Source: an optimization exercise on an open RTL-to-GDS flow (aim: small area, a short achievable clock period and few clock cycles per item). Production flows keep margins and buffers that such runs may drop.
At most, simulation tests tie the RTL to the original design; equivalence was not proved.
No functional check of the RTL was part of runs 1 to 4.
Power figures rest on the tool's default switching activity, not on a simulated workload.

===== flow/flow/run.sh =====
#!/bin/bash
# Standard layout, with clock tree synthesis told not to add dummy loads.
set -euo pipefail
export CTS_ARGS="-sink_clustering_enable -repair_clock_nets -dont_use_dummy_load -sink_clustering_size 24 -sink_clustering_max_diameter 60"
bash standard.sh > standard.log 2>&1

===== flow/standard.sh =====
#!/bin/bash
# synth_recipe.tcl (not shown) runs the flow's synth.tcl, then flattens the netlist and writes it again
# the make line also repeats each setting of config.mk as NAME=value (left out here)
make -C /OpenROAD-flow-scripts/flow DESIGN_CONFIG=/design/flow/config.mk WORK_HOME=/design/flow/orfs CLKGATE_MAP_FILE= SYNTH_SCRIPT=/design/flow/synth_recipe.tcl "${@:-finish}"

===== flow/config.mk =====
export PLATFORM = sky130hd
export DESIGN_NAME = lru_key_value_cache
export DESIGN_NICKNAME = lru_key_value_cache
export VERILOG_FILES = /design/flow/design.v
export SDC_FILE = /design/flow/constraint.sdc
export NUM_CORES = 4
export LEC_CHECK = 0
export CAP_MARGIN = 20
export CORE_MARGIN = 2
export CORE_UTILIZATION = 60
export CTS_CLUSTER_DIAMETER = 60
export CTS_CLUSTER_SIZE = 24
export SETUP_SLACK_MARGIN = 4.0
export SLEW_MARGIN = 20

===== flow/constraint.sdc =====
create_clock -name core_clock -period 6.5 [get_ports {clk}]
set_input_delay 1.3000 -clock core_clock [delete_from_list [all_inputs] [get_ports {clk}]]
set_output_delay 1.3000 -clock core_clock [all_outputs]
set_load 0.01 [all_outputs]

===== flow/design.v =====
`default_nettype none
package lkvc_pkg;
  localparam int MAX_ENTRIES_DEF = 16;
  localparam int KEY_W = 32;
  localparam int VAL_W = 32;
  localparam int CAP_W = 5;
  localparam logic [CAP_W-1:0] CAP_RESET = 5'd16;
  localparam logic OP_GET = 1'b0;
  localparam logic OP_PUT = 1'b1;
  localparam logic [VAL_W-1:0] MISS_VALUE = 32'hFFFF_FFFF;
  localparam logic [VAL_W-1:0] PUT_VALUE = 32'h0000_0000;
endpackage
`default_nettype wire
`default_nettype none
import lkvc_pkg::*;
module lru_key_value_cache #(
  parameter int MAX_ENTRIES = MAX_ENTRIES_DEF
) (
  input  wire                     clk,
  input  wire                     rst_n,
  input  wire                     start,
  output logic                    busy,
  input  wire                     in_opcode,
  input  wire  signed [KEY_W-1:0] in_key,
  input  wire  signed [VAL_W-1:0] in_value,
  output logic                    out_strobe,
  output logic                    out_hit,
  output logic signed [VAL_W-1:0] out_read_value,
  input  wire                     cfg_we,
  input  wire         [CAP_W-1:0] cfg_wdata
);
  localparam int N = MAX_ENTRIES;
  localparam int CNT_W = $clog2(N + 1);
  localparam int CMP_W = (CNT_W > CAP_W) ? CNT_W : CAP_W;
  logic [CAP_W-1:0] cap_r;
  logic [CNT_W-1:0] occ_r;
  logic             full_r;
  logic             s1_vld_r;
  logic             s1_op_r;
  logic [KEY_W-1:0] s1_key_r;
  logic [VAL_W-1:0] s1_val_r;
  logic             s2_vld_r;
  logic             s2_op_r;
  logic [KEY_W-1:0] s2_key_r;
  logic [VAL_W-1:0] s2_val_r;
  logic [N-1:0]     s2_match_r;   
  logic             s2_found_r;   
  logic [KEY_W-1:0] key_r [N];
  logic [VAL_W-1:0] val_r [N];
  logic             newer_r [N][N];
  logic             res_vld_r;
  logic             res_hit_r;
  logic [VAL_W-1:0] res_val_r;
  assign busy = 1'b0;
  logic [CNT_W-1:0] occ_nxt;
  logic [CMP_W-1:0] eff_cap;
  logic [VAL_W-1:0] rd_val;
  always_comb begin
    occ_nxt = occ_r + CNT_W'(do_ins);
    if (cap_r == '0) begin
      eff_cap = CMP_W'(1);
    end else if (CMP_W'(cap_r) > CMP_W'(N)) begin
      eff_cap = CMP_W'(N);
    end else begin
      eff_cap = CMP_W'(cap_r);
    end
    rd_val = '0;
    for (int i = 0; i < N; i++) begin
      rd_val = rd_val | (val_r[i] & {VAL_W{s2_match_r[i]}});
    end
  end
  logic [N-1:0] miss_slot_r;    
  logic [N-1:0] valid, slot, upd, wr;
  logic         s2_put, s2_wrote, s2_putmiss, do_ins;
  always_comb begin
    for (int i = 0; i < N; i++) begin
      valid[i] = occ_r > CNT_W'(i);
    end
    s2_put     = s2_op_r == OP_PUT;
    s2_wrote   = s2_vld_r && s2_put;
    s2_putmiss = s2_wrote && !s2_found_r;
    do_ins     = s2_putmiss && !full_r;
    slot = s2_found_r ? s2_match_r : miss_slot_r;
    upd  = slot & {N{s2_vld_r && (s2_found_r || s2_put)}};
    wr   = slot & {N{s2_wrote}};
  end
  logic [N-1:0] valid_nxt, victim_nxt, free_nxt;
  logic         newer_nxt [N][N];
  logic         full_nxt;
  always_comb begin
    for (int i = 0; i < N; i++) begin
      for (int j = i + 1; j < N; j++) begin
        newer_nxt[i][j] = upd[i] || (newer_r[i][j] && !upd[j]);
      end
    end
    for (int i = 0; i < N; i++) begin
      valid_nxt[i] = occ_nxt > CNT_W'(i);
      free_nxt[i]  = occ_nxt == CNT_W'(i);
    end
    for (int i = 0; i < N; i++) begin
      logic v;
      v = valid_nxt[i];
      for (int j = 0; j < N; j++) begin
        if (j < i) begin
          v = v && newer_nxt[j][i];
        end else if (j > i) begin
          v = v && (!valid_nxt[j] || !newer_nxt[i][j]);
        end
      end
      victim_nxt[i] = v;
    end
    full_nxt = CMP_W'(occ_nxt) >= eff_cap;
  end
  logic [N-1:0] s1_match, s1_match_fix;
  logic         s1_same, s1_any, s1_evict, s1_found, s1_fwd;
  always_comb begin
    for (int i = 0; i < N; i++) begin
      s1_match[i] = valid[i] && (key_r[i] == s1_key_r);
    end
    s1_same  = (s1_key_r == s2_key_r);
    s1_fwd   = s2_wrote && s1_same;
    s1_any   = |s1_match;
    s1_evict = |(s1_match & miss_slot_r);
    s1_found = s1_fwd || (s1_any && !(s2_putmiss && s1_evict));
    s1_match_fix = s1_fwd ? slot : s1_match;
  end
  always_ff @(posedge clk) begin
    if (!rst_n) begin
      s1_vld_r  <= 1'b0;
      s2_vld_r  <= 1'b0;
      res_vld_r <= 1'b0;
      cap_r     <= CAP_RESET;
      occ_r     <= '0;
      full_r    <= 1'b0;
      miss_slot_r <= N'(1);
    end else begin
      s1_vld_r  <= start;
      s2_vld_r  <= s1_vld_r;
      res_vld_r <= s2_vld_r;
      if (cfg_we) begin
        cap_r <= cfg_wdata;
      end
      occ_r  <= occ_nxt;
      full_r <= full_nxt;
      miss_slot_r <= full_nxt ? victim_nxt : free_nxt;
    end
  end
  always_ff @(posedge clk) begin
    s1_op_r    <= in_opcode;
    s1_key_r   <= in_key;
    s1_val_r   <= in_value;
    s2_op_r    <= s1_op_r;
    s2_key_r   <= s1_key_r;
    s2_val_r   <= s1_val_r;
    s2_match_r <= s1_match_fix;
    s2_found_r <= s1_found;
    for (int i = 0; i < N; i++) begin
      if (wr[i]) begin
        val_r[i] <= s2_val_r;
      end
      if (wr[i] && !s2_found_r) begin
        key_r[i] <= s2_key_r;
      end
      for (int j = i + 1; j < N; j++) begin
        newer_r[i][j] <= newer_nxt[i][j];
      end
    end
    res_hit_r <= s2_found_r;
    if (s2_put) begin
      res_val_r <= PUT_VALUE;
    end else if (s2_found_r) begin
      res_val_r <= rd_val;
    end else begin
      res_val_r <= MISS_VALUE;
    end
  end
  assign out_strobe     = res_vld_r;
  assign out_hit        = res_hit_r;
  assign out_read_value = res_val_r;
endmodule
`default_nettype wire

==> impl_metrics.json, run 1 <==
{
  "dr.pass1.iters": 6,
  "end_kind": "flip-flop",
  "dpl.hpwl_um": 85040,
  "holdWs_ps": 324.8,
  "report.final.slew_viol_count": 0,
  "async_reset_ff_frac": 0,
  "arrival_ps": 3530,
  "clockBufferDepth": 3,
  "synth_simple_gate_area_frac": 0.06464,
  "hold_violations": 0,
  "worst_skew_pair.late_latency_ps": 670,
  "final_common_cell": "edfxtp_1",
  "synth.distinct_cells": 68,
  "vias": 31000,
  "fp.dieW_um": 294.5,
  "grt_max_degree": 49,
  "dieArea_mm2": 0.08670,
  "drtIter0Drc": 4142,
  "setup_tns_ps": 0,
  "hold_depth": 0,
  "ys_ff_latch": 1354,
  "skew_ps": 93.66,
  "worstReg2RegEnd": "miss_slot_r[9]$_SDFF_PN0_",
  "tightest_slew_ps": 965.1,
  "grt_pass1_vias": 30180,
  "max_freq_ghz": 0.3348,
  "ant_nets": 0,
  "io_pins": 109,
  "p_total_w": 0.01513,
  "fin_crit_ps": 2987,
  "chipHeight_um": 294.5,
  "synth_area_mm2": 0.05062,
  "finalSetupViolCount": 0,
  "syn2layout_area_growth_pct": 15.01,
  "gr-total-overflow": 0,
  "peakVddDrop_mv": 0.2460,
  "p_per_area_mw_per_mm2": 259.9,
  "fin_crit_sh": 0.4595,
  "cp.required_ps": 7040,
  "reg2reg_depth": 16,
  "timing.rr.start": "s2_vld_r$_SDFF_PN0_",
  "cts_root_buf": "clkbuf_16",
  "rsz0062_at_grt": "true",
  "place_congestion": 0.9139,
  "clk_pin_slew_ps": 80,
  "syn_inst": 3344,
  "synth_compound_area_frac": 0.07253,
  "multiInputGateArea_mm2": 0.01328,
  "htreeDepth": 3,
  "crit_path_max_fanout": 8,
  "cts_sinks": 1354,
  "cts_made_buffers": 86,
  "viasPerCell": 6.583,
  "cellLeakagePower_nw": 19.56,
  "fp.coreArea_mm2": 0.08356,
  "register_area_mm2": 0.03744,
  "ys_warn_count": 5,
  "wire_per_inst_um": 32.43,
  "grt_usage": 0.3529,
  "num_rows": 106,
  "status": "timing/DRC/antenna clean",
  "fin_nets": 3709,
  "synth-xor-area-share": 0.09482,
  "drc": 0,
  "fill_cells": 5539,
  "drt_wl_total_um": 152700,
  "relSlewSlack": 0.3566,
  "hold_class": "flip-flop to flip-flop",
  "final_cell_mix": "edfxtp_1 (1024), xnor2_1 (308), dfxtp_1 (287)",
  "startpoint_type": "flip-flop",
  "ys.flop_type": "edfxtp_1",
  "synth_top_family_by_area": "XOR/XNOR gates",
  "worst_hold_path.endpoint": "s2_val_r[24]$_DFF_P_",
  "syn_nets": 3424,
  "crit_type": "flip-flop to flip-flop",
  "grt_pass1_wl_um": 215400,
  "r2r_slack_ps": 3510,
  "syn_avg_cell_area_um2": 15.14,
  "synth_edf_count": 1024,
  "layout-drive-gt1-share": 0.1629,
  "min-delay-start": "s1_val_r[24]$_DFF_P_",
  "cap_violations": 0,
  "io_buffers": 107,
  "seq_area_frac_synth": 0.7380,
  "start_util": 0.6058,
  "antenna_found_initial": 0,
  "cts_tree": "done",
  "muxShareOfSynthArea": 0.004178,
  "synthAdderAreaFrac": 0.001681
}
[cell type report]
cell class,count,area share
diodes,2,0.00008597
clock buffers,86,0.03697
inverters,99,0.006426
multi-input cells,1715,0.2282
flip-flops and latches,1354,0.6432
well taps,1080,0.02321
repair buffers,373,0.06190
[sequential cells by signal, summed over array words and instances (netlist names), 32 cells and up]
name       cells
s1_val_r      32
s2_key_r      32
s2_val_r      32
val_r        512
res_val_r     32
s1_key_r      32
newer_r      120
key_r        512
[critical path, stage by stage, from the launching register on]
cell and delay [ps]:
dfxtp_4 390, nand2_8 60, nor3_4 250, ha_4 210
nand3_4 110, xor2_4 210, inv_4 90, ha_4 210
a21oi_4 150, o21ai_4 80, maj3_4 390, buf_12 160
buf_12 130, a21boi_1 120, nand4_1 100, o22ai_1 80
and2_1 170
[metal layers]
| layer | up-vias | global-route usage | part of all wire |
|---|---|---|---|
| met5 | - | 0 | 0 |
| met3 | 292 | 0.05580 | 0.10 |
| met1 | 15780 | 0.4909 | 0.38 |
| met2 | 1942 | 0.5729 | 0.48 |
| met4 | 0 | 0.1202 | 0.038 |
| li1 | 12990 | - | - |
[per-stage QoR]
stage               setup slack (ps)    util  area, um2  std cells
floorplan                       3425       -      50830       3344
global placement                1617  0.6394      53430       4472
detailed placement              1628  0.6395      53430       4472
CTS                             3543  0.6930      57900       4686
global route                    3370  0.6967      58210       4707
finish                          3513  0.6967      58210       4709
[kinds of logic (layout without fill, tap and decap cells)]
logic type	after synthesis	count (layout)
AO/OA/AOI/OAI	519	520
XOR/XNOR	548	548
adder cells (fa/ha/maj)	7	7
buffers and inverters	277	558
flip-flops	1354	1354
multiplexers	21	21
other	1	3
AND/OR/NAND/NOR	617	618
[power by group]
group	internal, W	switching (W)
sequential	0.00936	0.0000957
combinational	0.000284	0.000437
clock	0.00234	0.00261
total	0.0120	0.00315
[cell usage after synthesis, types with 20 or more instances]
library cell	count	area share
inv_1	99	0.0073
nand3_1	64	0.0063
xor2_1	238	0.041
a222oi_1	35	0.0069
buf_2	61	0.0060
nor4_1	86	0.011
and2_1	38	0.0047
nand4_1	125	0.015
a21oi_1	94	0.0093
xnor2_1	310	0.054
nor3_1	36	0.0036
nand2_1	129	0.0096
a31oi_1	36	0.0044
mux2i_1	20	0.0040
dfxtp_1	330	0.13
nor2_1	83	0.0062
a22oi_1	194	0.029
o21ai_0	20	0.0020
clkbuf_1	98	0.0073
edfxtp_1	1024	0.61
[worst max-delay path by stage]
stage / start / endpoint / slack, ps / depth (start not counted)
floorplan: s2_op_r$_DFF_P_ / miss_slot_r[2]$_SDFF_PN0_ / 3420 / 16
global placement: s2_vld_r$_SDFF_PN0_ / miss_slot_r[2]$_SDFF_PN0_ / 1620 / 11
detailed placement: s2_vld_r$_SDFF_PN0_ / miss_slot_r[2]$_SDFF_PN0_ / 1630 / 11
CTS: s2_op_r$_DFF_P_ / miss_slot_r[2]$_SDFF_PN0_ / 3540 / 13
global route: s2_vld_r$_SDFF_PN0_ / miss_slot_r[1]$_SDFF_PN0_ / 3370 / 14
finish: s2_vld_r$_SDFF_PN0_ / miss_slot_r[9]$_SDFF_PN0_ / 3510 / 16
[timing repair]
| action | in CTS | in global routing |
|---|---|---|
| pin swaps | 54 | 30 |
| setup endpoints to repair | 548 | 71 |
| hold buffers | 0 | 0 |
| setup buffers | 124 | 20 |
| cloned | 4 | 1 |
| resized for setup | 411 | 44 |
==> run 2, diff against run 1 <==
--- a/flow/design.v
+++ b/flow/design.v
@@ -111,17 +111,17 @@
     end
     full_nxt = CMP_W'(occ_nxt) >= eff_cap;
   end
-  logic [N-1:0] s1_match, s1_match_fix;
-  logic         s1_same, s1_any, s1_evict, s1_found, s1_fwd;
+  logic [N-1:0] s1_eq, s1_keep, s1_match, s1_match_fix;
+  logic         s1_same, s1_found, s1_fwd;
   always_comb begin
     for (int i = 0; i < N; i++) begin
-      s1_match[i] = valid[i] && (key_r[i] == s1_key_r);
+      s1_eq[i]   = key_r[i] == s1_key_r;
+      s1_keep[i] = valid[i] && !(s2_putmiss && miss_slot_r[i]);
     end
+    s1_match = s1_eq & s1_keep;
     s1_same  = (s1_key_r == s2_key_r);
     s1_fwd   = s2_wrote && s1_same;
-    s1_any   = |s1_match;
-    s1_evict = |(s1_match & miss_slot_r);
-    s1_found = s1_fwd || (s1_any && !(s2_putmiss && s1_evict));
+    s1_found = s1_fwd || (|s1_match);
     s1_match_fix = s1_fwd ? slot : s1_match;
   end
   always_ff @(posedge clk) begin
==> impl_metrics.json, run 2 <==
{
  "status": "timing/DRC/antenna clean",
  "syn_inst": 3337,
  "gr-total-overflow": 0,
  "skew_ps": 81.45,
  "antenna_found_initial": 1,
  "final_cell_mix": "edfxtp_1 (1024), xnor2_1 (330), dfxtp_1 (284)",
  "start_util": 0.6058,
  "worst_skew_pair.late_latency_ps": 690,
  "worst_hold_path.endpoint": "s2_val_r[21]$_DFF_P_",
  "cp_slowest_cell": "or4_4",
  "grt_usage": 0.3608,
  "timing.rr.start": "s2_vld_r$_SDFF_PN0_",
  "cts_sinks": 1354,
  "hold_depth": 0,
  "crit_start": "s2_vld_r$_SDFF_PN0_",
  "grt_max_degree": 51,
  "drtIter0Drc": 4167,
  "fin_crit_ps": 3071,
  "peakVddDrop_mv": 0.2659,
  "synthTopCellsByCount": "edfxtp_1 (1024), xnor2_1 (333), dfxtp_1 (330)",
  "register_area_mm2": 0.03745,
  "path_common_cell": "ha_4",
  "syn2layout_area_growth_pct": 13.91,
  "synth_most_common_cell": "edfxtp_1",
  "io_buffers": 107,
  "netlist.area_leader.share": 0.6066,
  "viasPerCell": 6.544,
  "dr.pass1.iters": 5,
  "cellLeakagePower_nw": 19.31,
  "syn_avg_cell_area_um2": 15.19,
  "synth.area.top_cells": "edfxtp_1 (61%), dfxtp_1 (13%), xnor2_1 (5.8%)",
  "vias": 30890,
  "rsz0062_at_grt": "true",
  "finalSetupViolCount": 0,
  "crit_type": "flip-flop to flip-flop",
  "top_regs": "key_r (512), val_r (512), newer_r (120)",
  "reg2reg_depth": 14,
  "fin_crit_sh": 0.4725,
  "synth.distinct_cells": 86,
  "layout-drive-gt1-share": 0.1545,
  "min-delay-start": "s1_val_r[21]$_DFF_P_",
  "report.final.slew_viol_count": 0,
  "cts_hold_buf": 0,
  "relSlewSlack": 0.4062,
  "cts_tree": "done",
  "clk_pin_slew_ps": 80,
  "yosysTopAreaCell": "edfxtp_1",
  "place_congestion": 0.9302,
  "drt_wl_total_um": 156100,
  "dp.cells": 4513,
  "fill_cells": 5670,
  "final_common_cell": "edfxtp_1",
  "max_freq_ghz": 0.3256,
  "wire_per_inst_um": 33.08,
  "tightest_slew_ps": 887.9,
  "dieArea_mm2": 0.08683,
  "syn_nets": 3417,
  "fin_nets": 3667,
  "fin_cells": 4720,
  "num_rows": 106,
  "ys.flop_type": "edfxtp_1",
  "ys_warn_count": 5,
  "drc": 0,
  "io_pins": 109,
  "cap_violations": 0,
  "synth_area_mm2": 0.05069,
  "cp.required_ps": 7040,
  "grt_pass1_vias": 30160,
  "startpoint_type": "flip-flop",
  "dpl.hpwl_um": 86700,
  "synth_edf_count": 1024,
  "hold_violations": 0,
  "multiInputGateArea_mm2": 0.01317,
  "clockBufferDepth": 3,
  "async_reset_ff_frac": 0,
  "seq_area_frac_synth": 0.7369,
  "grt_pass1_wl_um": 218900,
  "critical_path.top_delay_family": "adder cells",
  "chipHeight_um": 294.7,
  "setup_tns_ps": 0,
  "r2r_slack_ps": 3430,
  "ys_ff_latch": 1354,
  "crit_path_max_fanout": 7,
  "cp.buffers_inverters": 2,
  "end_kind": "flip-flop",
  "arrival_ps": 3610,
  "critPathMaxStageDelay_ps": 530,
  "fp.dieW_um": 294.7,
  "htreeDepth": 3,
  "ant_nets": 0,
  "fp.coreArea_mm2": 0.08369,
  "hold_class": "flip-flop to flip-flop",
  "cp_cell_sequence": "buf_12 -> nand2_8 -> nor3_4 -> ha_4 -> ha_4 -> xnor2_4 -> inv_2 -> ha_4 -> nand2_2 -> o21a_1 -> maj3_2 -> nand2b_4 -> or4_4 -> o31ai_4",
  "p_per_area_mw_per_mm2": 264.0,
  "cts_made_buffers": 91,
  "worstReg2RegEnd": "miss_slot_r[3]$_SDFF_PN0_",
  "cts_root_buf": "clkbuf_16"
}
==> run 2: area by class of cell <==
cell class	count	area share
flip-flops and latches	1354	0.6484
multi-input cells	1718	0.2281
repair buffers	327	0.05313
clock buffers	91	0.03943
well taps	1134	0.02457
inverters	95	0.006262
diodes	1	0.00004333
==> run 2: timing repair <==
item | in CTS | in global routing
endpoints found under the setup margin | 1078 | 46
pin swaps | 42 | 19
buffers inserted | 82 | 19
gates cloned | 12 | 2
resized for setup | 327 | 48
==> run 2: cell families after synthesis <==
| kind of cell | share of synthesized area |
|---|---|
| flops | 0.7369 |
| simple gates | 0.06494 |
| xor+xnor | 0.09500 |
| compound gates | 0.07471 |
| buf+inv | 0.02256 |
| mux | 0.004146 |
| fa+ha+maj | 0.001703 |
| other cells | 0.00007397 |
==> run 2: metrics by stage <==
step / setup WS, ps / hold slack [ps] / utilization / instance area [um2] / power [W]
5_1_grt: 3351 / 333.4 / 0.6900 / 57750 / 0.01558
6_report: 3429 / 315.8 / 0.6900 / 57750 / 0.01525
3_3_place_gp: 2478 / 310.4 / 0.6401 / 53570 / 0.01025
4_1_cts: 3397 / 320.5 / 0.6859 / 57400 / 0.01526
3_5_place_dp: 2445 / 314.7 / 0.6401 / 53570 / 0.01026
2_1_floorplan: 3355 / 309.5 / - / 50910 / 0.009921
==> run 2: power breakdown <==
group | internal [W] | switching (W) | total, W
Sequential | 0.00936 | 0.000113 | 0.00947
Clock | 0.00247 | 0.00266 | 0.00513
Combinational | 0.000236 | 0.000408 | 0.000644
==> run 2: worst reg2reg max path: cells and delay by family, from the launching register on <==
kind,cells,cell delay [ps]
AOI/OAI and AO/OA,2,360
xor gates and xnor gates,1,140
adders and majority gates,4,1000
buffers and inverters,2,180
DFF,1,350
and+or+nand+nor,5,950
==> run 2: how the worst max path moves through the flow <==
stage                                            to  depth (start not counted)  slack, ps
after CTS                 miss_slot_r[3]$_SDFF_PN0_                         14       3400
after floorplan           miss_slot_r[8]$_SDFF_PN0_                         17       3360
final                     miss_slot_r[3]$_SDFF_PN0_                         14       3430
after global routing      miss_slot_r[3]$_SDFF_PN0_                         14       3350
after detailed placement  miss_slot_r[7]$_SDFF_PN0_                          8       2440
after global placement    miss_slot_r[3]$_SDFF_PN0_                         11       2480
==> run 2: metal layers <==
metal  global-route usage  vias to the layer above  wire, um
met5                    0                        -         0
met4               0.1509                        0      7379
met3              0.05422                      376     14760
met2               0.5892                     1814     75070
met1               0.4885                    15750     58930
li1                     -                    12950         -
==> run 3, diff against run 2 <==
--- a/flow/design.v
+++ b/flow/design.v
@@ -30,10 +30,8 @@
   input  wire         [CAP_W-1:0] cfg_wdata
 );
   localparam int N = MAX_ENTRIES;
-  localparam int CNT_W = $clog2(N + 1);
-  localparam int CMP_W = (CNT_W > CAP_W) ? CNT_W : CAP_W;
   logic [CAP_W-1:0] cap_r;
-  logic [CNT_W-1:0] occ_r;
+  logic [N-1:0]     valid_r;      
   logic             full_r;
   logic             s1_vld_r;
   logic             s1_op_r;
@@ -52,17 +50,12 @@
   logic             res_hit_r;
   logic [VAL_W-1:0] res_val_r;
   assign busy = 1'b0;
-  logic [CNT_W-1:0] occ_nxt;
-  logic [CMP_W-1:0] eff_cap;
+  logic [N-1:0]     cap_sel;
   logic [VAL_W-1:0] rd_val;
   always_comb begin
-    occ_nxt = occ_r + CNT_W'(do_ins);
-    if (cap_r == '0) begin
-      eff_cap = CMP_W'(1);
-    end else if (CMP_W'(cap_r) > CMP_W'(N)) begin
-      eff_cap = CMP_W'(N);
-    end else begin
-      eff_cap = CMP_W'(cap_r);
+    for (int i = 0; i < N; i++) begin
+      cap_sel[i] = (cap_r == CAP_W'(i + 1)) || (i == 0 && cap_r == '0) ||
+                   (i == N - 1 && cap_r > CAP_W'(N));
     end
     rd_val = '0;
     for (int i = 0; i < N; i++) begin
@@ -73,9 +66,7 @@
   logic [N-1:0] valid, slot, upd, wr;
   logic         s2_put, s2_wrote, s2_putmiss, do_ins;
   always_comb begin
-    for (int i = 0; i < N; i++) begin
-      valid[i] = occ_r > CNT_W'(i);
-    end
+    valid = valid_r;
     s2_put     = s2_op_r == OP_PUT;
     s2_wrote   = s2_vld_r && s2_put;
     s2_putmiss = s2_wrote && !s2_found_r;
@@ -93,9 +84,9 @@
         newer_nxt[i][j] = upd[i] || (newer_r[i][j] && !upd[j]);
       end
     end
+    valid_nxt = do_ins ? {valid_r[N-2:0], 1'b1} : valid_r;
     for (int i = 0; i < N; i++) begin
-      valid_nxt[i] = occ_nxt > CNT_W'(i);
-      free_nxt[i]  = occ_nxt == CNT_W'(i);
+      free_nxt[i] = !valid_nxt[i] && ((i == 0) ? 1'b1 : valid_nxt[i-1]);
     end
     for (int i = 0; i < N; i++) begin
       logic v;
@@ -109,7 +100,7 @@
       end
       victim_nxt[i] = v;
     end
-    full_nxt = CMP_W'(occ_nxt) >= eff_cap;
+    full_nxt = |(valid_nxt & cap_sel);
   end
   logic [N-1:0] s1_eq, s1_keep, s1_match, s1_match_fix;
   logic         s1_same, s1_found, s1_fwd;
@@ -130,7 +121,7 @@
       s2_vld_r  <= 1'b0;
       res_vld_r <= 1'b0;
       cap_r     <= CAP_RESET;
-      occ_r     <= '0;
+      valid_r   <= '0;
       full_r    <= 1'b0;
       miss_slot_r <= N'(1);
     end else begin
@@ -140,7 +131,7 @@
       if (cfg_we) begin
         cap_r <= cfg_wdata;
       end
-      occ_r  <= occ_nxt;
+      valid_r <= valid_nxt;
       full_r <= full_nxt;
       miss_slot_r <= full_nxt ? victim_nxt : free_nxt;
     end
==> impl_metrics.json, run 3 <==
{
  "cap_violations": 0,
  "fp.coreArea_mm2": 0.08356,
  "grt_pass1_vias": 29890,
  "cts_made_buffers": 93,
  "dieArea_mm2": 0.08675,
  "fill_cells": 5603,
  "final_cell_mix": "edfxtp_1 (1024), xor2_1 (374), dfxtp_1 (300)",
  "end_kind": "flip-flop",
  "tightest_slew_ps": 746.7,
  "grt_max_degree": 36,
  "setup_tns_ps": 0,
  "critical_path.top_delay_family": "simple AND/OR/NAND/NOR gates",
  "synth_most_common_cell": "edfxtp_1",
  "drtIter0Drc": 4263,
  "viasPerCell": 6.676,
  "rsz0062_at_grt": "true",
  "io_buffers": 107,
  "clk_pin_slew_ps": 70,
  "cp.buffers_inverters": 4,
  "seq_area_frac_synth": 0.7420,
  "final_common_cell": "edfxtp_1",
  "synth.distinct_cells": 76,
  "finalSetupViolCount": 0,
  "cts_root_buf": "clkbuf_16",
  "layout-drive-gt1-share": 0.1626,
  "top_regs": "key_r (512), val_r (512), newer_r (120)",
  "dr.pass1.iters": 8,
  "skew_ps": 101.5,
  "syn_inst": 3286,
  "arrival_ps": 3260,
  "hold_class": "flip-flop to flip-flop",
  "ant_nets": 0,
  "vias": 30830,
  "gr-total-overflow": 0,
  "cp.required_ps": 7030,
  "grt_pass1_wl_um": 216300,
  "path_common_cell": "buf_4",
  "grt_usage": 0.3563,
  "syn_nets": 3360,
  "p_per_area_mw_per_mm2": 266.4,
  "p_total_w": 0.01543,
  "multiInputGateArea_mm2": 0.01292,
  "fp.dieW_um": 294.5,
  "ys_ff_latch": 1365,
  "drt_wl_total_um": 155200,
  "antenna_found_initial": 4,
  "syn2layout_area_growth_pct": 14.35,
  "dpl.hpwl_um": 83790,
  "fin_nets": 3612,
  "register_area_mm2": 0.03765,
  "io_pins": 109,
  "wire_per_inst_um": 33.62,
  "clockBufferDepth": 3,
  "ys.flop_type": "edfxtp_1",
  "status": "timing/DRC/antenna clean",
  "ys_warn_count": 5,
  "async_reset_ff_frac": 0,
  "max_freq_ghz": 0.3667,
  "start_util": 0.6061,
  "drc": 0,
  "relSlewSlack": 0.5022,
  "design_area_mm2": 0.05791,
  "yosysTopAreaCell": "edfxtp_1",
  "place_congestion": 0.9298,
  "chipHeight_um": 294.5,
  "report.final.slew_viol_count": 0,
  "netlist.area_leader.share": 0.6072,
  "cp_cell_sequence": "buf_16 -> and4bb_4 -> mux2i_1 -> buf_4 -> buf_4 -> buf_6 -> o211ai_1 -> nor4_4 -> o2111ai_4 -> a21oi_2",
  "peakVddDrop_mv": 0.2664,
  "htreeDepth": 3,
  "cts_sinks": 1365,
  "critPathMaxStageDelay_ps": 490,
  "synth.area.top_cells": "edfxtp_1 (61%), dfxtp_1 (13%), xor2_1 (6.5%)",
  "cellLeakagePower_nw": 19.75,
  "crit_path_max_fanout": 7,
  "synthTopCellsByCount": "edfxtp_1 (1024), xor2_1 (374), dfxtp_1 (341)",
  "synth_area_mm2": 0.05064,
  "fin_crit_ps": 2727,
  "synth_edf_count": 1024,
  "num_rows": 106,
  "worst_skew_pair.late_latency_ps": 700,
  "hold_violations": 0,
  "cts_hold_buf": 0,
  "startpoint_type": "flip-flop",
  "fin_crit_sh": 0.4195,
  "holdWs_ps": 325.7,
  "crit_type": "flip-flop to flip-flop",
  "syn_avg_cell_area_um2": 15.41,
  "cp_slowest_cell": "nor4_4",
  "cts_tree": "done",
  "dpl_cell_area_mm2": 0.05336
}
==> run 3: cell count changes after synthesis, moves of 12 or more <==
| cell | change |
|---|---|
| a21boi_0 | -12 |
| nor4_1 | +33 |
| nand3_1 | +16 |
| o22ai_1 | +12 |
| inv_1 | +16 |
| nand4_1 | -49 |
| xnor2_1 | -168 |
| nand2_1 | -40 |
| and2_1 | -22 |
| xor2_1 | +159 |
| mux2i_1 | +29 |
| and3b_1 | -12 |
==> run 3: worst paths after layout <==
| check | start | to | slack [ps] | depth (start not counted) |
|---|---|---|---|---|
| max | s2_found_r$_DFF_P_ | miss_slot_r[4]$_SDFF_PN0_ | 3770 | 10 |
| min | s1_val_r[30]$_DFF_P_ | s2_val_r[30]$_DFF_P_ | 330 | 0 |
| min reg2reg | s1_val_r[30]$_DFF_P_ | s2_val_r[30]$_DFF_P_ | 330 | 0 |
| max reg2reg | s2_found_r$_DFF_P_ | miss_slot_r[4]$_SDFF_PN0_ | 3770 | 10 |
==> run 3: repair_timing <==
item                                    4_1_cts  5_1_grt
endpoints found under the setup margin      448       35
cloned                                       15        3
gates resized for setup                     379       67
pin swaps                                    44       31
setup buffers                                62       29
==> run 3: kinds of logic after synthesis <==
kind of cell / count (synthesis) / share of synthesized area
flip-flops: 1365 / 0.7420
XOR/XNOR: 539 / 0.09322
AND/OR/NAND/NOR: 525 / 0.05631
AO/OA/AOI/OAI: 503 / 0.07209
buffers and inverters: 295 / 0.02436
multiplexers: 58 / 0.01198
other: 1 / 0.00007405
==> run 3: per-layer routing <==
layer  up-vias  part of all wire  GRT usage
met5         -           0.00025          0
met4         6             0.043     0.1304
met3       399             0.095    0.05595
met2      1860              0.49     0.5997
met1     15740              0.37     0.4723
li1      12820                 -          -
==> run 3: metrics by stage <==
step	util	std cells	worst slack [ps]
after CTS	0.6862	4584	3851
final	0.6931	4617	3773
after detailed placement	0.6386	4414	2626
after global routing	0.6931	4616	3749
after floorplan	-	3286	3805
after global placement	0.6383	4412	2589
==> run 3: final cells by class <==
type	instances	share of cell area
antenna	1	0.00004321
clock buffer	93	0.04019
inverter	111	0.007303
multi-input combinational	1636	0.2230
sequential	1365	0.6502
tap	1080	0.02333
timing repair buffer	331	0.05587
==> run 3: power by group <==
group	internal [W]	switching, W	total (W)
Sequential	0.00944	0.000101	0.00955
Combinational	0.000235	0.000429	0.000665
Clock	0.00252	0.00270	0.00522
==> run 3: worst reg2reg max path, stage by stage, from the launching register on <==
cell,delay (ps)
dfxtp_4,380
buf_16,150
and4bb_4,440
mux2i_1,210
buf_4,140
buf_4,150
buf_6,140
o211ai_1,160
nor4_4,490
o2111ai_4,190
a21oi_2,150
==> run 4, diff against run 3 <==
--- a/flow/design.v
+++ b/flow/design.v
@@ -62,22 +62,26 @@
       rd_val = rd_val | (val_r[i] & {VAL_W{s2_match_r[i]}});
     end
   end
-  logic [N-1:0] miss_slot_r;    
-  logic [N-1:0] valid, slot, upd, wr;
+  logic [N-1:0] victim_r;       
+  logic [N-1:0] valid, free, miss_slot, slot, upd, wr;
   logic         s2_put, s2_wrote, s2_putmiss, do_ins;
   always_comb begin
     valid = valid_r;
+    for (int i = 0; i < N; i++) begin
+      free[i] = !valid_r[i] && ((i == 0) ? 1'b1 : valid_r[i-1]);
+    end
+    miss_slot = full_r ? victim_r : free;
     s2_put     = s2_op_r == OP_PUT;
     s2_wrote   = s2_vld_r && s2_put;
     s2_putmiss = s2_wrote && !s2_found_r;
     do_ins     = s2_putmiss && !full_r;
-    slot = s2_found_r ? s2_match_r : miss_slot_r;
+    slot = s2_found_r ? s2_match_r : miss_slot;
     upd  = slot & {N{s2_vld_r && (s2_found_r || s2_put)}};
     wr   = slot & {N{s2_wrote}};
   end
-  logic [N-1:0] valid_nxt, victim_nxt, free_nxt;
+  logic [N-1:0] valid_nxt, second, victim_nxt;
   logic         newer_nxt [N][N];
-  logic         full_nxt;
+  logic         full_nxt, victim_used;
   always_comb begin
     for (int i = 0; i < N; i++) begin
       for (int j = i + 1; j < N; j++) begin
@@ -85,29 +89,32 @@
       end
     end
     valid_nxt = do_ins ? {valid_r[N-2:0], 1'b1} : valid_r;
-    for (int i = 0; i < N; i++) begin
-      free_nxt[i] = !valid_nxt[i] && ((i == 0) ? 1'b1 : valid_nxt[i-1]);
-    end
+    full_nxt  = |(valid_nxt & cap_sel);
     for (int i = 0; i < N; i++) begin
       logic v;
-      v = valid_nxt[i];
+      v = valid_r[i] && !victim_r[i];
       for (int j = 0; j < N; j++) begin
         if (j < i) begin
-          v = v && newer_nxt[j][i];
+          v = v && (newer_r[j][i] || victim_r[j]);
         end else if (j > i) begin
-          v = v && (!valid_nxt[j] || !newer_nxt[i][j]);
+          v = v && (!valid_r[j] || !newer_r[i][j] || victim_r[j]);
         end
       end
-      victim_nxt[i] = v;
+      second[i] = v;
     end
-    full_nxt = |(valid_nxt & cap_sel);
+    victim_used = |(upd & victim_r);
+    if (victim_used) begin
+      victim_nxt = second | (victim_r & {N{!valid_r[1]}});
+    end else begin
+      victim_nxt = victim_r | (upd & {N{!valid_r[0]}});
+    end
   end
   logic [N-1:0] s1_eq, s1_keep, s1_match, s1_match_fix;
   logic         s1_same, s1_found, s1_fwd;
   always_comb begin
     for (int i = 0; i < N; i++) begin
       s1_eq[i]   = key_r[i] == s1_key_r;
-      s1_keep[i] = valid[i] && !(s2_putmiss && miss_slot_r[i]);
+      s1_keep[i] = valid[i] && !(s2_putmiss && miss_slot[i]);
     end
     s1_match = s1_eq & s1_keep;
     s1_same  = (s1_key_r == s2_key_r);
@@ -123,7 +130,7 @@
       cap_r     <= CAP_RESET;
       valid_r   <= '0;
       full_r    <= 1'b0;
-      miss_slot_r <= N'(1);
+      victim_r  <= '0;
     end else begin
       s1_vld_r  <= start;
       s2_vld_r  <= s1_vld_r;
@@ -133,7 +140,7 @@
       end
       valid_r <= valid_nxt;
       full_r <= full_nxt;
-      miss_slot_r <= full_nxt ? victim_nxt : free_nxt;
+      victim_r <= victim_nxt;
     end
   end
   always_ff @(posedge clk) begin
==> impl_metrics.json, run 4 <==
{
  "ant_nets": 0,
  "crit_path_max_fanout": 17,
  "chipHeight_um": 296.6,
  "cp_slowest_cell": "dfxtp_1",
  "htreeDepth": 3,
  "antenna_found_initial": 5,
  "final_cell_mix": "edfxtp_1 (1024), xnor2_1 (315), nand2_1 (309)",
  "syn_avg_cell_area_um2": 14.84,
  "end_kind": "flip-flop",
  "synth_area_mm2": 0.05138,
  "relSlewSlack": 0.1789,
  "synth_edf_count": 1024,
  "cap_violations": 0,
  "start_util": 0.6043,
  "syn_nets": 3535,
  "max_freq_ghz": 0.3801,
  "grt_pass1_vias": 30640,
  "final_util": 0.6861,
  "finalSetupViolCount": 0,
  "hold_class": "flip-flop to flip-flop",
  "drc": 0,
  "ys_ff_latch": 1365,
  "skew_ps": 78.63,
  "fp.coreArea_mm2": 0.08501,
  "synth.area.top_cells": "edfxtp_1 (60%), dfxtp_1 (13%), xnor2_1 (5.4%)",
  "p_total_w": 0.01547,
  "dpl.hpwl_um": 87170,
  "netlist.area_leader.share": 0.5985,
  "gr-total-overflow": 0,
  "rsz0062_at_grt": "true",
  "layout-drive-gt1-share": 0.1443,
  "io_pins": 109,
  "yosysTopAreaCell": "edfxtp_1",
  "final_common_cell": "edfxtp_1",
  "dr.pass1.iters": 6,
  "arrival_ps": 3160,
  "grt_usage": 0.3601,
  "peakVddDrop_mv": 0.2939,
  "async_reset_ff_frac": 0,
  "cts_tree": "done",
  "fp.dieW_um": 296.6,
  "dieArea_mm2": 0.08798,
  "clk_pin_slew_ps": 80,
  "syn2layout_area_growth_pct": 13.53,
  "clockBufferDepth": 3,
  "synth_most_common_cell": "edfxtp_1",
  "drtIter0Drc": 4629,
  "worst_skew_pair.late_latency_ps": 700,
  "wire_per_inst_um": 33.14,
  "syn_inst": 3461,
  "vias": 31830,
  "viasPerCell": 6.585,
  "crit_type": "flip-flop to flip-flop",
  "cp_cell_sequence": "nor2b_1 -> nor2b_1 -> nor2_1 -> nor2_4 -> or4_1 -> nand4_1 -> or4_1",
  "io_buffers": 107,
  "startpoint_type": "flip-flop",
  "num_rows": 107,
  "ys.flop_type": "edfxtp_1",
  "seq_area_frac_synth": 0.7314,
  "cts_hold_buf": 0,
  "status": "timing/DRC/antenna clean",
  "cts_sinks": 1365,
  "fin_crit_ps": 2631,
  "fin_nets": 3764,
  "place_congestion": 0.9169,
  "fin_crit_sh": 0.4048,
  "p_per_area_mw_per_mm2": 265.3,
  "synth.distinct_cells": 74,
  "top_regs": "key_r (512), val_r (512), newer_r (120)",
  "cp.required_ps": 7030,
  "hold_violations": 0,
  "critPathMaxStageDelay_ps": 560,
  "tightest_slew_ps": 1230,
  "setup_tns_ps": 0,
  "drt_wl_total_um": 160200,
  "grt_pass1_wl_um": 221000,
  "grt_max_degree": 63,
  "cts_made_buffers": 93,
  "cellLeakagePower_nw": 19.44,
  "cts_root_buf": "clkbuf_16",
  "ys_warn_count": 5,
  "report.final.slew_viol_count": 0,
  "synthTopCellsByCount": "edfxtp_1 (1024), dfxtp_1 (341), xnor2_1 (318)"
}
[run 4: cell types whose count changed in the layout (fill, tap and decap cells not counted), moves of 21 or more]
cell	change
nand2_1	+240
xor2_1	-166
xnor2_1	+150
inv_1	-83
a21oi_1	-53
nor4_1	-37
a21oi_2	-33
nand4_1	+31
a22oi_1	+30
nor2b_1	+26
o22ai_1	+21
[run 4: final timing paths]
| kind | startpoint | to | slack, ps | depth (start not counted) |
|---|---|---|---|---|
| setup / recovery | valid_r[4]$_SDFF_PN0_ | s2_found_r$_DFF_P_ | 3870 | 7 |
| hold / removal | s1_val_r[20]$_DFF_P_ | s2_val_r[20]$_DFF_P_ | 320 | 0 |
| setup reg to reg | valid_r[4]$_SDFF_PN0_ | s2_found_r$_DFF_P_ | 3870 | 7 |
| hold reg to reg | s1_val_r[20]$_DFF_P_ | s2_val_r[20]$_DFF_P_ | 320 | 0 |
[run 4: power breakdown]
group / total, W / internal (W) / switching (W)
clock: 0.00520 / 0.00252 / 0.00268
combinational: 0.000681 / 0.000269 / 0.000412
sequential: 0.00959 / 0.00945 / 0.000139
total: 0.0155 / 0.0122 / 0.00324
[run 4: cell families (layout without fill, tap and decap cells)]
kind of cell | after synthesis | in the layout | share of synthesized area
flops | 1365 | 1365 | 0.7314
xor+xnor | 526 | 526 | 0.08967
mux | 45 | 45 | 0.009595
compound gates | 483 | 486 | 0.07136
simple gates | 802 | 812 | 0.07735
other cells | 1 | 2 | 0.00007299
buf+inv | 239 | 453 | 0.02055
[run 4: layout make-up]
class / count / area (um2)
Clock buffer: 93 / 2327
Antenna cell: 1 / 2.502
Timing Repair Buffer: 333 / 3314
Sequential cell: 1365 / 37690
Inverter: 26 / 101.3
Multi-Input combinational cell: 1870 / 13450
Fill cell: 5842 / 26690
Timing Repair inverter: 1 / 7.507
Tap cell: 1144 / 1431
[run 4: what timing repair did]
item	4_1_cts	5_1_grt
gates cloned	14	7
setup endpoints to repair	967	105
pin swaps	16	11
buffers inserted	45	55
gates resized for setup	294	72
[run 4: worst max-delay path, delay by kind of cell (launching register included)]
kind | cells | cell delay, ps
DFF | 1 | 560
and+or+nand+nor | 7 | 1930
[run 4: routing by layer]
metal	global-route usage	part of all wire	up-vias
li1	-	-	13350
met5	0	0.00022	-
met3	0.06269	0.10	372
met2	0.5939	0.48	2023
met4	0.1471	0.044	6
met1	0.4777	0.37	16070
[run 4: metrics by stage]
stage | setup slack [ps] | hold WS [ps] | area [um2] | cells
3_5_place_dp | 2832 | 312.1 | 54110 | 4618
4_1_cts | 3819 | 323.9 | 57420 | 4770
3_3_place_gp | 2871 | 310.8 | 54110 | 4618
5_1_grt | 3814 | 331.5 | 58320 | 4832
2_1_floorplan | 3572 | 309.6 | 51500 | 3461
6_report | 3869 | 317.6 | 58330 | 4833
==> run 5, diff against run 4 <==
--- a/flow/design.v
+++ b/flow/design.v
@@ -37,6 +37,9 @@
   logic             s1_op_r;
   logic [KEY_W-1:0] s1_key_r;
   logic [VAL_W-1:0] s1_val_r;
+  logic [N-1:0]     s1_eq_r;      
+  logic             s1_same_r;    
+  logic [N-1:0]     wr_prev_r;    
   logic             s2_vld_r;
   logic             s2_op_r;
   logic [KEY_W-1:0] s2_key_r;
@@ -109,11 +112,19 @@
       victim_nxt = victim_r | (upd & {N{!valid_r[0]}});
     end
   end
+  logic [N-1:0] s0_eq;
+  logic         s0_same;
+  always_comb begin
+    for (int i = 0; i < N; i++) begin
+      s0_eq[i] = key_r[i] == in_key;
+    end
+    s0_same = in_key == s2_key_r;
+  end
   logic [N-1:0] s1_eq, s1_keep, s1_match, s1_match_fix;
   logic         s1_same, s1_found, s1_fwd;
   always_comb begin
+    s1_eq = (s1_eq_r & ~wr_prev_r) | (wr_prev_r & {N{s1_same_r}});
     for (int i = 0; i < N; i++) begin
-      s1_eq[i]   = key_r[i] == s1_key_r;
       s1_keep[i] = valid[i] && !(s2_putmiss && miss_slot[i]);
     end
     s1_match = s1_eq & s1_keep;
@@ -147,6 +158,9 @@
     s1_op_r    <= in_opcode;
     s1_key_r   <= in_key;
     s1_val_r   <= in_value;
+    s1_eq_r    <= s0_eq;
+    s1_same_r  <= s0_same;
+    wr_prev_r  <= wr;
     s2_op_r    <= s1_op_r;
     s2_key_r   <= s1_key_r;
     s2_val_r   <= s1_val_r;
==> flow/flow/run.sh (replaced) <==
#!/bin/bash
# Standard layout, with clock tree synthesis told not to add dummy loads and
# the port buffers started from the smallest buffer.
set -euo pipefail
export CTS_ARGS="-sink_clustering_enable -repair_clock_nets -dont_use_dummy_load -sink_clustering_size 24 -sink_clustering_max_diameter 60"
export BUFFER_PORTS_ARGS="-buffer_cell sky130_fd_sc_hd__buf_1"
bash standard.sh > standard.log 2>&1
--- a/flow/config.mk
+++ b/flow/config.mk
@@ -7,7 +7,7 @@
 export LEC_CHECK = 0
 export CAP_MARGIN = 20
 export CORE_MARGIN = 2
-export CORE_UTILIZATION = 60
+export CORE_UTILIZATION = 70
 export CTS_CLUSTER_DIAMETER = 60
 export CTS_CLUSTER_SIZE = 24
 export SETUP_SLACK_MARGIN = 4.0
==> impl_metrics.json, run 5 <==
{
  "synth.distinct_cells": 69,
  "relSlewSlack": 0.3108,
  "wire_per_inst_um": 32.29,
  "cp.required_ps": 7000,
  "antenna_found_initial": 4,
  "hold_class": "flip-flop to flip-flop",
  "r2r_slack_ps": 3900,
  "synth_area_mm2": 0.05264,
  "fp.coreArea_mm2": 0.07445,
  "syn_nets": 3662,
  "hold_violations": 0,
  "arrival_ps": 3100,
  "status": "timing/DRC/antenna clean",
  "cts_root_buf": "clkbuf_16",
  "async_reset_ff_frac": 0,
  "synth.area.top_cells": "edfxtp_1 (58%), dfxtp_1 (14%), xor2_1 (9.4%)",
  "ys_ff_latch": 1398,
  "p_total_w": 0.01526,
  "dieArea_mm2": 0.07741,
  "num_rows": 100,
  "htreeDepth": 3,
  "seq_area_frac_synth": 0.7263,
  "dr.pass1.iters": 6,
  "grt_pass1_vias": 31790,
  "fin_crit_ps": 2602,
  "switching_share": 0.2078,
  "crit_type": "flip-flop to flip-flop",
  "grt_usage": 0.3869,
  "clk_pin_slew_ps": 70,
  "p_per_area_mw_per_mm2": 266.2,
  "finalSetupViolCount": 0,
  "top_regs": "key_r (512), val_r (512), newer_r (120)",
  "syn_avg_cell_area_um2": 14.67,
  "yosysTopAreaCell": "edfxtp_1",
  "fin_nets": 3783,
  "layout-drive-gt1-share": 0.1060,
  "critical_path.top_delay_family": "compound AO/OA/AOI/OAI gates",
  "drtIter0Drc": 5135,
  "clockBufferDepth": 3,
  "cp_cell_sequence": "nand2b_1 -> nand2_1 -> o2111ai_1 -> o41ai_4 -> buf_4 -> clkbuf_16 -> a221oi_1 -> a211oi_2",
  "place_congestion": 0.9822,
  "drc": 0,
  "syn2layout_area_growth_pct": 8.925,
  "drt_wl_total_um": 151100,
  "grt_max_degree": 39,
  "setup_tns_ps": 0,
  "final_cell_mix": "edfxtp_1 (1024), xor2_1 (563), dfxtp_1 (337)",
  "max_freq_ghz": 0.3843,
  "synth_edf_count": 1024,
  "end_kind": "flip-flop",
  "io_buffers": 107,
  "seq_power_share": 0.639,
  "chipHeight_um": 278.2,
  "fin_crit_sh": 0.4003,
  "final_common_cell": "edfxtp_1",
  "vias": 32700,
  "cts_made_buffers": 83,
  "cp.buffers_inverters": 2,
  "combPwrFrac": 0.039,
  "cts_hold_buf": 0,
  "viasPerCell": 6.991,
  "syn_inst": 3588,
  "io_pins": 109,
  "critPathMaxStageDelay_ps": 720,
  "cts_sinks": 1398,
  "ys.flop_type": "edfxtp_1",
  "peakVddDrop_mv": 0.2517,
  "p_sw_w": 0.003172,
  "rsz0062_at_grt": "true",
  "cap_violations": 0,
  "crit_path_max_fanout": 33,
  "fp.dieW_um": 278.2,
  "ys_warn_count": 5,
  "cellLeakagePower_nw": 19.74,
  "tightest_slew_ps": 1031,
  "netlist.area_leader.share": 0.5841,
  "cp_slowest_cell": "dfxtp_4",
  "startpoint_type": "flip-flop",
  "cts_tree": "done",
  "clock_power_share": 0.322,
  "ant_nets": 0,
  "start_util": 0.7071,
  "synthTopCellsByCount": "edfxtp_1 (1024), xor2_1 (563), dfxtp_1 (374)",
  "report.final.slew_viol_count": 0,
  "gr-total-overflow": 0,
  "synth_most_common_cell": "edfxtp_1",
  "power.internal_w": 0.01209,
  "grt_pass1_wl_um": 214300,
  "worst_skew_pair.late_latency_ps": 670,
  "skew_ps": 65.65,
  "dpl.hpwl_um": 83080
}
-- run 5: changes by cell type in the layout (fill, tap and decap cells not counted), sizes merged, moves of 15 or more --
cell	previous run	this run
xor2	208	563
xnor2	318	14
mux2	4	22
nand4	131	81
dfxtp	341	374
nor3	24	9
nor4	68	149
clkdlybuf4s50	72	0
inv	25	9
-- run 5: layout make-up --
| class | count | area [um2] |
|---|---|---|
| fill | 4384 | 17110 |
| tap | 969 | 1212 |
| clock buffer | 83 | 2077 |
| inverter | 11 | 48.80 |
| timing repair buffer | 251 | 1782 |
| antenna | 2 | 5.005 |
| multi-input combinational | 1964 | 13890 |
| sequential | 1398 | 38320 |
-- run 5: per-stage QoR --
stage | area, um2 | utilization | cells | setup slack [ps] | hold slack (ps)
3_3_place_gp | 54400 | 0.7307 | 4550 | 2724 | 310.0
2_1_floorplan | 52820 | - | 3588 | 3570 | 309.6
4_1_cts | 56820 | 0.7633 | 4644 | 3887 | 323.4
3_5_place_dp | 54410 | 0.7309 | 4551 | 2724 | 312.1
6_report | 57340 | 0.7702 | 4678 | 3898 | 320.0
5_1_grt | 57340 | 0.7702 | 4676 | 3853 | 331.6
-- run 5: power by group through the flow --
stage	clock network (W)	logic, W	registers, W
after floorplan	0	0.000293	0.00995
after global placement	0	0.000546	0.00995
after detailed placement	0	0.000559	0.00996
after CTS	0.00492	0.000568	0.00975
after global routing	0.00520	0.000618	0.00977
final	0.00491	0.000598	0.00976
-- run 5: timing repair --
action,CTS,global route
pin swaps,14,14
setup buffers,8,26
gates resized for setup,98,56
cloned,2,6
setup endpoints to repair,1214,270
-- run 5: cells by family (layout without fill, tap and decap cells) --
family	Yosys count	after routing	share of synthesized area
xor gates and xnor gates	577	577	0.09600
other	1	3	0.00007123
muxes	61	61	0.01212
buffers and inverters	228	345	0.01685
and+or+nand+nor	823	825	0.07682
AOI/OAI and AO/OA	500	500	0.07180
DFF	1398	1398	0.7263
-- run 5: path summary, 6_finish.rpt --
| path | from | to | cells after the start |
|---|---|---|---|
| worst max-delay path | s2_match_r[1]$_DFF_P_ | victim_r[10]$_SDFF_PN0_ | 8 |
| worst min-delay path | s1_val_r[7]$_DFF_P_ | s2_val_r[7]$_DFF_P_ | 0 |
| worst max register to register | s2_match_r[1]$_DFF_P_ | victim_r[10]$_SDFF_PN0_ | 8 |
| worst min register to register | s1_val_r[7]$_DFF_P_ | s2_val_r[7]$_DFF_P_ | 0 |
-- run 5: layer usage --
layer	routed length, um	vias to the layer above	track usage
met5	0	-	0
met2	72600	2400	0.6359
met1	53340	16230	0.5020
li1	-	13560	-
met3	16160	515	0.06338
met4	8958	0	0.2033
Testbench counts of run 5, summed over its fixed seeds: cycles 16,048, items 16,000.
==> run 6, diff against run 5 <==
--- a/flow/config.mk
+++ b/flow/config.mk
@@ -7,8 +7,8 @@
 export LEC_CHECK = 0
 export CAP_MARGIN = 20
 export CORE_MARGIN = 2
-export CORE_UTILIZATION = 70
+export CORE_UTILIZATION = 60
 export CTS_CLUSTER_DIAMETER = 60
 export CTS_CLUSTER_SIZE = 24
-export SETUP_SLACK_MARGIN = 4.0
+export SETUP_SLACK_MARGIN = 4.15
 export SLEW_MARGIN = 20
==> impl_metrics.json, run 6 <==
{
  "dpl.hpwl_um": 86960,
  "grt_pass1_wl_um": 227000,
  "hold_class": "flip-flop to flip-flop",
  "drc": 0,
  "fin_nets": 3829,
  "synth_most_common_cell": "edfxtp_1",
  "fill_cells": 6020,
  "startpoint_type": "flip-flop",
  "num_rows": 108,
  "ys_warn_count": 5,
  "drt_wl_total_um": 161000,
  "syn_nets": 3662,
  "crit_type": "flip-flop to primary output",
  "cellLeakagePower_nw": 20.31,
  "worst_hold_path.endpoint": "s2_val_r[21]$_DFF_P_",
  "fin_crit_sh": 0.3901,
  "clk_pin_slew_ps": 90,
  "cts_made_buffers": 98,
  "synth.area.top_cells": "edfxtp_1 (58%), dfxtp_1 (14%), xor2_1 (9.4%)",
  "layout-drive-gt1-share": 0.1351,
  "viasPerCell": 6.607,
  "cp.buffers_inverters": 1,
  "drtIter0Drc": 4187,
  "io_buffers": 107,
  "ant_nets": 0,
  "top_regs": "key_r (512), val_r (512), newer_r (120)",
  "syn_avg_cell_area_um2": 14.67,
  "antenna_found_initial": 4,
  "synth_area_mm2": 0.05264,
  "p_total_w": 0.01584,
  "synth_edf_count": 1024,
  "grt_max_degree": 39,
  "async_reset_ff_frac": 0,
  "register_area_mm2": 0.03835,
  "end_kind": "primary output",
  "peakVddDrop_mv": 0.2439,
  "r2r_slack_ps": 4000,
  "vias": 32450,
  "worst_slack_ps": 3964,
  "report.final.slew_viol_count": 0,
  "critical_path.top_delay_family": "flip-flops",
  "power.internal_w": 0.01250,
  "wire_per_inst_um": 32.79,
  "combPwrFrac": 0.039,
  "clock_power_share": 0.344,
  "cp_num_cells": 1,
  "dieArea_mm2": 0.09012,
  "cp_cell_sequence": "buf_6",
  "place_ws_ps": 2821,
  "netlist.area_leader.share": 0.5841,
  "setup_tns_ps": 0,
  "min-delay-start": "s1_val_r[21]$_DFF_P_",
  "cap_violations": 0,
  "io_pins": 109,
  "skew_ps": 80.40,
  "start_util": 0.6059,
  "htreeDepth": 3,
  "chipHeight_um": 300.2,
  "switching_share": 0.2109,
  "gr-total-overflow": 0,
  "finalSetupViolCount": 0,
  "synthTopCellsByCount": "edfxtp_1 (1024), xor2_1 (563), dfxtp_1 (374)",
  "syn_inst": 3588,
  "fin_crit_ps": 2536,
  "cts_tree": "done",
  "holdWs_ps": 294.8,
  "final_cell_mix": "edfxtp_1 (1024), xor2_1 (562), dfxtp_1 (322)",
  "tightest_slew_ps": 926.5,
  "cp.required_ps": 5200,
  "crit_path_max_fanout": 1,
  "rsz0062_at_grt": "true",
  "worstReg2RegEnd": "victim_r[4]$_SDFF_PN0_",
  "grt_usage": 0.3557,
  "fp.coreArea_mm2": 0.08689,
  "syn2layout_area_growth_pct": 11.89,
  "final_common_cell": "edfxtp_1",
  "dr.pass1.iters": 8,
  "max_freq_ghz": 0.3944,
  "critPathMaxStageDelay_ps": 410,
  "cp_slowest_cell": "dfxtp_4",
  "cts_sinks": 1398,
  "multiInputGateArea_mm2": 0.01417,
  "place_congestion": 0.9326,
  "seq_power_share": 0.617,
  "cts_root_buf": "clkbuf_16",
  "p_sw_w": 0.003340,
  "worst_skew_pair.late_latency_ps": 720,
  "hold_depth": 0,
  "hold_violations": 0,
  "seq_area_frac_synth": 0.7263,
  "yosysTopAreaCell": "edfxtp_1",
  "grt_pass1_vias": 31800,
  "arrival_ps": 1240,
  "ys.flop_type": "edfxtp_1",
  "reg2reg_depth": 10,
  "ys_ff_latch": 1398,
  "p_per_area_mw_per_mm2": 268.8,
  "status": "timing/DRC/antenna clean",
  "clockBufferDepth": 3,
  "final_util": 0.6779,
  "fp.dieW_um": 300.2,
  "relSlewSlack": 0.3817,
  "synth.distinct_cells": 69,
  "timing.rr.start": "s2_found_r$_DFF_P_"
}
## run 6: worst max-delay path by stage
stage / slack (ps) / endpoint / from
2_1_floorplan: 4100 / val_r[15][0]$_DFFE_PP_ / s2_found_r$_DFF_P_
3_3_place_gp: 2840 / victim_r[2]$_SDFF_PN0_ / s2_found_r$_DFF_P_
3_5_place_dp: 2820 / victim_r[8]$_SDFF_PN0_ / s2_found_r$_DFF_P_
4_1_cts: 3960 / out_read_value[2] / res_val_r[2]$_SDFF_PP0_
5_1_grt: 3950 / out_read_value[2] / res_val_r[2]$_SDFF_PP0_
6_report: 3960 / out_read_value[2] / res_val_r[2]$_SDFF_PP0_
## run 6: cells by family after synthesis
kind of cell,synth area share
simple gates,0.07682
mux,0.01212
flops,0.7263
buf+inv,0.01685
xor+xnor,0.09600
compound gates,0.07180
other cells,0.00007123
## run 6: power by group through the flow
stage | Sequential [W] | Clock (W) | Combinational, W
global placement | 0.00996 | 0 | 0.000556
global route | 0.00978 | 0.00578 | 0.000647
detailed placement | 0.00997 | 0 | 0.000565
CTS | 0.00976 | 0.00549 | 0.000596
finish | 0.00977 | 0.00544 | 0.000624
floorplan | 0.00995 | 0 | 0.000303
## run 6: metrics by stage
step / cells / instance area [um2]
after floorplan: 3588 / 53080
after CTS: 4879 / 58310
after detailed placement: 4740 / 54700
after global placement: 4737 / 54650
final: 4911 / 58900
after global routing: 4908 / 58900
## run 6: final cells by class
type                    count  area share
repair buffers            276     0.04125
inverters                  11   0.0009346
flip-flops and latches   1398      0.6510
diodes                      3   0.0001274
multi-input cells        1970      0.2405
well taps                1155     0.02453
clock buffers              98     0.04163
## run 6: metal layers
layer,GRT usage,up-vias,share of wire,routed length (um)
li1,-,13690,-,-
met1,0.4627,16550,0.38,60550
met2,0.6052,1817,0.50,79860
met3,0.05246,383,0.083,13440
met4,0.1436,2,0.044,7158
met5,0,-,0.000081,13
## run 6: timing repair
item / CTS / global route
endpoints found under the setup margin: 1260 / 358
pin swaps: 23 / 19
gates cloned: 13 / 0
setup buffers: 28 / 29
hold buffers: 0 / 0
resized for setup: 211 / 88
==> run 7, diff against run 6 <==
--- a/flow/config.mk
+++ b/flow/config.mk
@@ -10,5 +10,6 @@
 export CORE_UTILIZATION = 60
 export CTS_CLUSTER_DIAMETER = 60
 export CTS_CLUSTER_SIZE = 24
-export SETUP_SLACK_MARGIN = 4.15
+export PLACE_DENSITY = 0.8
+export SETUP_SLACK_MARGIN = 4.0
 export SLEW_MARGIN = 20
==> impl_metrics.json, run 7 <==
{
  "viasPerCell": 6.685,
  "cts_sinks": 1398,
  "ys.flop_type": "edfxtp_1",
  "io_buffers": 107,
  "p_per_area_mw_per_mm2": 265.4,
  "skew_ps": 88.41,
  "synth-xor-area-share": 0.09600,
  "relSlewSlack": 0.2310,
  "end_kind": "flip-flop",
  "io_pins": 109,
  "holdWs_ps": 318.9,
  "arrival_ps": 3160,
  "ant_nets": 0,
  "dr.pass1.iters": 6,
  "grt_usage": 0.3251,
  "dpl.hpwl_um": 81580,
  "switching_share": 0.2081,
  "seq_power_share": 0.640,
  "fin_crit_sh": 0.3954,
  "hold_class": "flip-flop to flip-flop",
  "async_reset_ff_frac": 0,
  "tightest_slew_ps": 1154,
  "fp.dieW_um": 300.2,
  "cellLeakagePower_nw": 19.63,
  "place_congestion": 0.9728,
  "clock_power_share": 0.322,
  "combPwrFrac": 0.038,
  "cts_made_buffers": 83,
  "top_regs": "key_r (512), val_r (512), newer_r (120)",
  "synth.distinct_cells": 69,
  "finalSetupViolCount": 0,
  "vias": 32410,
  "syn_nets": 3662,
  "synthTopCellsByCount": "edfxtp_1 (1024), xor2_1 (563), dfxtp_1 (374)",
  "peakVddDrop_mv": 0.2584,
  "final_cell_mix": "edfxtp_1 (1024), xor2_1 (563), dfxtp_1 (332)",
  "crit_path_max_fanout": 18,
  "cts_hold_buf": 0,
  "ys_ff_latch": 1398,
  "gr-total-overflow": 0,
  "drc": 0,
  "fill_cells": 5795,
  "clockBufferDepth": 3,
  "grt_pass1_vias": 31420,
  "drt_wl_total_um": 148000,
  "wire_per_inst_um": 30.53,
  "syn_avg_cell_area_um2": 14.67,
  "start_util": 0.6059,
  "status": "timing/DRC/antenna clean",
  "synth_compound_area_frac": 0.07180,
  "design_area_mm2": 0.05750,
  "p_sw_w": 0.003175,
  "chipHeight_um": 300.2,
  "worst_skew_pair.late_latency_ps": 690,
  "synth.area.top_cells": "edfxtp_1 (58%), dfxtp_1 (14%), xor2_1 (9.4%)",
  "synthAdderAreaFrac": 0,
  "max_freq_ghz": 0.3891,
  "dieArea_mm2": 0.09012,
  "synth_simple_gate_area_frac": 0.07682,
  "cap_violations": 0,
  "yosysTopAreaCell": "edfxtp_1",
  "drtIter0Drc": 5046,
  "grt_max_degree": 41,
  "muxShareOfSynthArea": 0.01212,
  "cts_root_buf": "clkbuf_16",
  "grt_pass1_wl_um": 211300,
  "antenna_found_initial": 5,
  "synth_edf_count": 1024,
  "grt_use_met1": 0.4290,
  "synth_most_common_cell": "edfxtp_1",
  "num_rows": 108,
  "layout-drive-gt1-share": 0.1059,
  "fin_crit_ps": 2570,
  "setup_tns_ps": 0,
  "dpl_cell_area_mm2": 0.05466,
  "final_common_cell": "edfxtp_1",
  "clk_pin_slew_ps": 90,
  "synth_top_family_by_area": "XOR/XNOR gates",
  "startpoint_type": "input pin",
  "syn2layout_area_growth_pct": 9.219,
  "htreeDepth": 3,
  "power.internal_w": 0.01208,
  "seq_area_frac_synth": 0.7263,
  "hold_violations": 0,
  "fp.coreArea_mm2": 0.08689,
  "rsz0062_at_grt": "true",
  "use_met2": 0.5188,
  "netlist.area_leader.share": 0.5841,
  "global_route.usage.met3": 0.07146,
  "fin_nets": 3767,
  "cts_tree": "done",
  "cp.required_ps": 7090,
  "crit_type": "input pin to flip-flop",
  "final_util": 0.6617,
  "report.final.slew_viol_count": 0,
  "syn_inst": 3588,
  "p_total_w": 0.01526,
  "busiest_layer": "met2",
  "ys_warn_count": 5,
  "synth_area_mm2": 0.05264
}
[run 7: cell count changes in the layout (fill, tap and decap cells not counted), sizes merged]
| cell | before | now |
|---|---|---|
| buf | 262 | 224 |
| inv | 7 | 8 |
| bufbuf | 2 | 0 |
| clkinv | 2 | 1 |
| clkbuf | 108 | 88 |
| and2 | 18 | 19 |
| clkdlybuf4s18 | 0 | 1 |
| clkdlybuf4s15 | 2 | 1 |
| diode | 3 | 2 |
| nor2 | 117 | 114 |
[run 7: power by group through the flow]
stage          Sequential [W]  Combinational (W)  Clock, W
4_1_cts               0.00976           0.000556   0.00493
6_report              0.00976           0.000580   0.00492
3_5_place_dp          0.00997           0.000537         0
3_3_place_gp          0.00996           0.000526         0
2_1_floorplan         0.00995           0.000293         0
5_1_grt               0.00977           0.000604   0.00521
[run 7: per-stage QoR]
step | cells | worst slack [ps]
floorplan | 3588 | 3570
global route | 4846 | 3956
CTS | 4833 | 3920
global placement | 4733 | 3002
finish | 4848 | 3930
detailed placement | 4735 | 2977
[run 7: final timing paths]
check / end / cells after the start / from / slack (ps)
setup / recovery: s1_eq_r[4]$_DFF_P_ / 5 / in_key[3] / 3930
hold / removal: s2_val_r[26]$_DFF_P_ / 0 / s1_val_r[26]$_DFF_P_ / 320
setup reg to reg: victim_r[4]$_SDFF_PN0_ / 6 / valid_r[4]$_SDFF_PN0_ / 3990
hold reg to reg: s2_val_r[26]$_DFF_P_ / 0 / s1_val_r[26]$_DFF_P_ / 320
[run 7: critical path, stage by stage]
cell      delay [ps]
clkbuf_2         530
xor2_1           350
nor4_1           390
nand4_1          380
nor2_1           200
[run 7: cell type report]
class | count | area (um2) | area share
Timing Repair Buffer | 231 | 1624 | 0.02825
Multi-Input combinational cell | 1968 | 13960 | 0.2427
Tap cell | 1155 | 1445 | 0.02513
Sequential cell | 1398 | 38340 | 0.6668
Antenna cell | 2 | 5.005 | 0.00008705
Inverter | 11 | 50.05 | 0.0008705
Clock buffer | 83 | 2077 | 0.03612
[run 7: what timing repair did]
action,4_1_cts,5_1_grt
resized for setup,109,39
setup endpoints to repair,1225,241
pin swaps,9,5
cloned,5,2
buffers inserted,10,11
[run 7: cells by family after synthesis]
kind of cell	after synthesis
DFF	1398
and+or+nand+nor	823
xor gates and xnor gates	577
AOI/OAI and AO/OA	500
buffers and inverters	228
muxes	61
other	1
[run 7: per-layer routing]
metal,vias up,part of all wire
met4,0,0.054
met3,518,0.13
met2,2553,0.46
met5,-,0
li1,13520,-
met1,15810,0.35

static timing again, ports no longer ideal:
The flow's constraints put no driver on any port. The routed layouts listed below were extracted and timed again, unchanged, in two steps. Step 1 sets driving cells, clkbuf_16 on the clock port and buf_2 on the other inputs (assumed; they add their load-dependent delay and slew). Step 2 times the ports against the registers' clock, not the clock port: input delays grow and output delays shrink by t, the midpoint of the rising clock arrivals with the driver on. Slacks: no drivers / after step 1 / after step 2; pairs: no drivers / after step 1.
run	t (ns)	slack for setup (ns)	worst register clock-pin slew, ns
run 1	0.694	3.513 / 3.513 / 3.513	0.09 / 0.09
run 2	0.723	3.429 / 3.429 / 3.064	0.09 / 0.09
run 3	0.718	3.773 / 3.773 / 3.263	0.09 / 0.09
run 4	0.726	3.869 / 3.869 / 3.743	0.09 / 0.09
run 5	0.711	3.898 / 3.898 / 3.286	0.09 / 0.09
run 6	0.750	3.964 / 3.890 / 3.421	0.09 / 0.09
run 7	0.714	3.930 / 3.948 / 3.234	0.09 / 0.09
After both steps every run listed still meets setup and hold. The setup slack of run 7, which loses most, moves by +0.018 ns with the drivers and by -0.696 ns with both steps.
